Context: an optimization exercise on an open-source flow, tuned for small area, a short achievable clock period and few clock cycles per item. The choices shown serve that exercise and are no tape-out recipe. Function was checked by simulation only, so behaviour that the tests miss may differ from the original.

== run Z ==
==> flow/design.v (excerpt) <==
module hilo_muldiv_ctrl (
  input  logic        clk,
  input  logic        rst,
  input  logic        op_valid,
  input  logic [2:0]  op,
  input  logic [31:0] rs_data,
  input  logic [31:0] rt_data,
  input  logic        rd_req,
  input  logic        flush,
  output logic        op_ready,
  output logic        busy,
  output logic        stall,
  output logic        done,
  output logic [63:0] hilo_out
);
Size: roughly 2,800 cells after synthesis, roughly 140 I/O pins, about 23,000 um^2 of cells after synthesis.
Settings: LEC_CHECK=0, CAP_MARGIN=20, CORE_MARGIN=2, CORE_UTILIZATION=40, SETUP_SLACK_MARGIN=5, SLEW_MARGIN=20; clock period 11.0 ns.
run.sh (not shown) runs the stock make flow with config.mk's settings and CLKGATE_MAP_FILE= SYNTH_SCRIPT=/design/flow/synth_recipe.tcl, a recipe that flattens the netlist after the stock synthesis.
Run Z: no failed stages, no open violations at the end
Testbench counts of run Z, summed over its fixed seeds: cycles 15,934, ops 3,200.
[inputs] run X vs run Z
- SETUP_SLACK_MARGIN removed (was 5)
==> flow/flow/run.sh (new file) <==
#!/bin/bash
set -euo pipefail
bash standard.sh SETUP_SLACK_MARGIN=6.1 finish > flow_make.log 2>&1
==> flow/standard.sh (new file) <==
#!/bin/bash
# synth_recipe.tcl (not shown) runs the flow's synth.tcl, then flattens the netlist and writes it again
# the make line also repeats each setting of config.mk as NAME=value (left out here)
make -C /OpenROAD-flow-scripts/flow DESIGN_CONFIG=/design/flow/config.mk WORK_HOME=/design/flow/orfs CLKGATE_MAP_FILE= SYNTH_SCRIPT=/design/flow/synth_recipe.tcl "${@:-finish}"
removed: flow/run.sh
Notes after the runs:
Of run X and run Z, the higher met2 routing resource usage after global routing belongs to run X. Status: number of cells after detailed placement parity (run Z, run X). Going from run Z to run X, mean post-synth cell area barely changed, cell area climbed about 13%, hold slack dropped 0.011 ns, final critical-path setup slack climbed 0.73 ns. Re wire length on met2: run X is 8.0% up on run Z.

---

run A:
Another version of the RTL of hilo_muldiv_ctrl (not shown whole).
For scale: ~190 flip-flops, ~0.022 mm^2 of cells after synthesis.
export LEC_CHECK = 0
export CAP_MARGIN = 20
export CORE_MARGIN = 2
export CORE_UTILIZATION = 50
export SLEW_MARGIN = 20
create_clock -name core_clock -period 11.0 [get_ports {clk}]
standard.sh (not shown) runs the stock make flow with config.mk's settings and CLKGATE_MAP_FILE= SYNTH_SCRIPT=/design/flow/synth_recipe.tcl, a recipe that flattens the netlist after the stock synthesis.
==> flow/flow/run.sh <==
#!/bin/bash
# The standard layout (the standard.sh: ORFS synthesis through finish, unchanged), with
# the ports buffered by buf_1 cells and timing repair aimed 5.6 ns below the clock period, at the worst endpoints only.
set -euo pipefail
bash standard.sh SETUP_SLACK_MARGIN=5.6 TNS_END_PERCENT=10 "BUFFER_PORTS_ARGS=-buffer_cell sky130_fd_sc_hd__buf_1" finish > flow_make.log 2>&1
Testbench counts of run A, summed over its fixed seeds: cycles 15,693, ops 3,200.
What run B does differently from run A at the input level:
Settings: a change of CORE_UTILIZATION from 50 to 40; an added SETUP_SLACK_MARGIN of 5.
==> flow/run.sh (new file) <==
#!/bin/bash
# synth_recipe.tcl (not shown) runs the flow's synth.tcl, then flattens the netlist and writes it again
# the make line also repeats each setting of config.mk as NAME=value (left out here)
make -C /OpenROAD-flow-scripts/flow DESIGN_CONFIG=/design/flow/config.mk WORK_HOME=/design/flow/orfs CLKGATE_MAP_FILE= SYNTH_SCRIPT=/design/flow/synth_recipe.tcl finish
removed: flow/flow/run.sh
removed: flow/standard.sh
==> run summary <==
- Area of placed instances, run A and run B, lower one = run A.
- First-iteration DRC count: run B better than run A
- Comparing the two runs side by side, run B comes out ahead of run A on final non-filler cell area.
- Compared with run A, run B shows a higher final estimated routing congestion in global placement.
- Relative to run A, wire length on met2 has decreased by 260 um in run B.
- When run B is measured against run A, its relative slew slack turns out 6.7 points lower.
Setup changes, run B to run C
Settings: CORE_UTILIZATION changed from 40 to 60.
Results
[run C] final core utilization rose 23 points relative to run B
Lower clock period minus final worst setup slack goes to run B over run C.
Per the comparison of run C with run B, met2 routed wirelength now smaller; endpoint arrival time on the critical path comparable.
[compare] base=run B new=run C: number of clock sinks shows no meaningful change; worst slack at placement went down; area growth from synthesis to layout went down by 0.37 points.
Diff run B -> run C: non-clock buffer contribution to total cell area moved up; clock transition at the registers of the reported paths ~0 delta; critical path depth decreased by 3 relative to the old numbers.
For run D, these inputs were changed with respect to run C:
Settings: SETUP_SLACK_MARGIN removed (was 5); CORE_UTILIZATION changed from 60 to 40.
==> flow/flow/run.sh (new file) <==
#!/bin/bash
# The standard layout (the standard.sh: ORFS synthesis through finish, unchanged), with
# the ports buffered by buf_2 cells and timing repair aimed 5.6 ns below the clock period, at the worst endpoints only.
set -euo pipefail
bash standard.sh SETUP_SLACK_MARGIN=5.6 TNS_END_PERCENT=10 "BUFFER_PORTS_ARGS=-buffer_cell sky130_fd_sc_hd__buf_2" finish > flow_make.log 2>&1
==> flow/standard.sh (new file) <==
#!/bin/bash
# synth_recipe.tcl (not shown) runs the flow's synth.tcl, then flattens the netlist and writes it again
# the make line also repeats each setting of config.mk as NAME=value (left out here)
make -C /OpenROAD-flow-scripts/flow DESIGN_CONFIG=/design/flow/config.mk WORK_HOME=/design/flow/orfs CLKGATE_MAP_FILE= SYNTH_SCRIPT=/design/flow/synth_recipe.tcl "${@:-finish}"
removed: flow/run.sh
Findings:
Run C -> run D: number of port buffers flat

---

hilo_muldiv_ctrl again, from the RTL that the note above started with.
==> flow/config.mk <==
export PLATFORM = sky130hd
export DESIGN_NAME = hilo_muldiv_ctrl
export DESIGN_NICKNAME = hilo_muldiv_ctrl
export VERILOG_FILES = /design/flow/design.v
export SDC_FILE = /design/flow/constraint.sdc
export NUM_CORES = 4
export LEC_CHECK = 0
export CAP_MARGIN = 20
export CORE_MARGIN = 2
export CORE_UTILIZATION = 40
export SLEW_MARGIN = 20
==> flow/constraint.sdc <==
create_clock -name core_clock -period 11.0 [get_ports {clk}]
set_input_delay 2.2000 -clock core_clock [delete_from_list [all_inputs] [get_ports {clk}]]
set_output_delay 2.2000 -clock core_clock [all_outputs]
set_load 0.01 [all_outputs]
==> flow/flow/run.sh <==
#!/bin/bash
# The standard layout (the standard.sh: ORFS synthesis through finish, unchanged), with
# the ports buffered by buf_1 cells and timing repair aimed 5.8 ns below the clock period, at the worst endpoints only.
set -euo pipefail
bash standard.sh SETUP_SLACK_MARGIN=5.8 TNS_END_PERCENT=10 "BUFFER_PORTS_ARGS=-buffer_cell sky130_fd_sc_hd__buf_1" finish > flow_make.log 2>&1
Testbench counts at the start, summed over its fixed seeds: cycles 15,693, ops 3,200.
Change:
==> flow/flow/run.sh (replaced) <==
#!/bin/bash
# The standard layout (the standard.sh: ORFS synthesis through finish, unchanged), with
# the ports buffered by buf_2 cells and timing repair aimed 6.1 ns below the clock period.
set -euo pipefail
bash standard.sh SETUP_SLACK_MARGIN=6.1 "BUFFER_PORTS_ARGS=-buffer_cell sky130_fd_sc_hd__buf_2" finish > flow_make.log 2>&1
After rerunning: The new run went through all stages and came out clean. First-iteration DRC count is higher by roughly a tenth. Wire length increases by a few percent. Sequential share of layout area came out lower by 1.6 points. Clock-buffer cell count fell by 1. Non-clock buffer count grows by 112. Cell count climbs by a few percent. Via count came out higher by a few percent. Worst setup slack improved by 140 ps. Final area came out higher by roughly a tenth.

## afterwards: timing with drivers on the ports
In the flow no input, the clock included, has a driving cell. The finished layouts below were timed again as built, in two steps.
Step 1 sets driving cells, clkbuf_16 on the clock port and buf_2 on the other inputs (assumed; they add their load-dependent delay and slew).
Step 2 times the ports against the registers' clock, not the clock port: input delays grow and output delays shrink by t, the midpoint of the rising clock arrivals with the driver on.
Three values: no drivers, after step 1, after step 2; two values: the first two.
run | t (ns) | setup WS [ns] | clock arrival spread, ns | worst slew at a driven data input, ns
run Z | 0.514 | 5.239 / 5.239 / 5.239 | 0.014 / 0.014 | 0.05
run X | 0.513 | 5.966 / 5.966 / 5.641 | 0.022 / 0.022 | 0.05
run A | 0.516 | 5.592 / 5.592 / 5.445 | 0.019 / 0.019 | 0.09
run B | 0.512 | 5.277 / 5.277 / 4.919 | 0.016 / 0.017 | 0.04
run C | 0.506 | 5.132 / 5.132 / 4.781 | 0.019 / 0.019 | 0.04
run D | 0.508 | 5.612 / 5.612 / 5.511 | 0.021 / 0.021 | 0.08
the first run of note 3 | 0.508 | 5.668 / 5.668 / 5.512 | 0.022 / 0.023 | 0.08
the second run of note 3 | 0.524 | 5.810 / 5.810 / 5.631 | 0.021 / 0.021 | 0.07
After both steps setup and hold are still met in every run listed. The setup slack of run B, which loses most, moves by 0.000 ns with the drivers and by -0.358 ns with both steps.
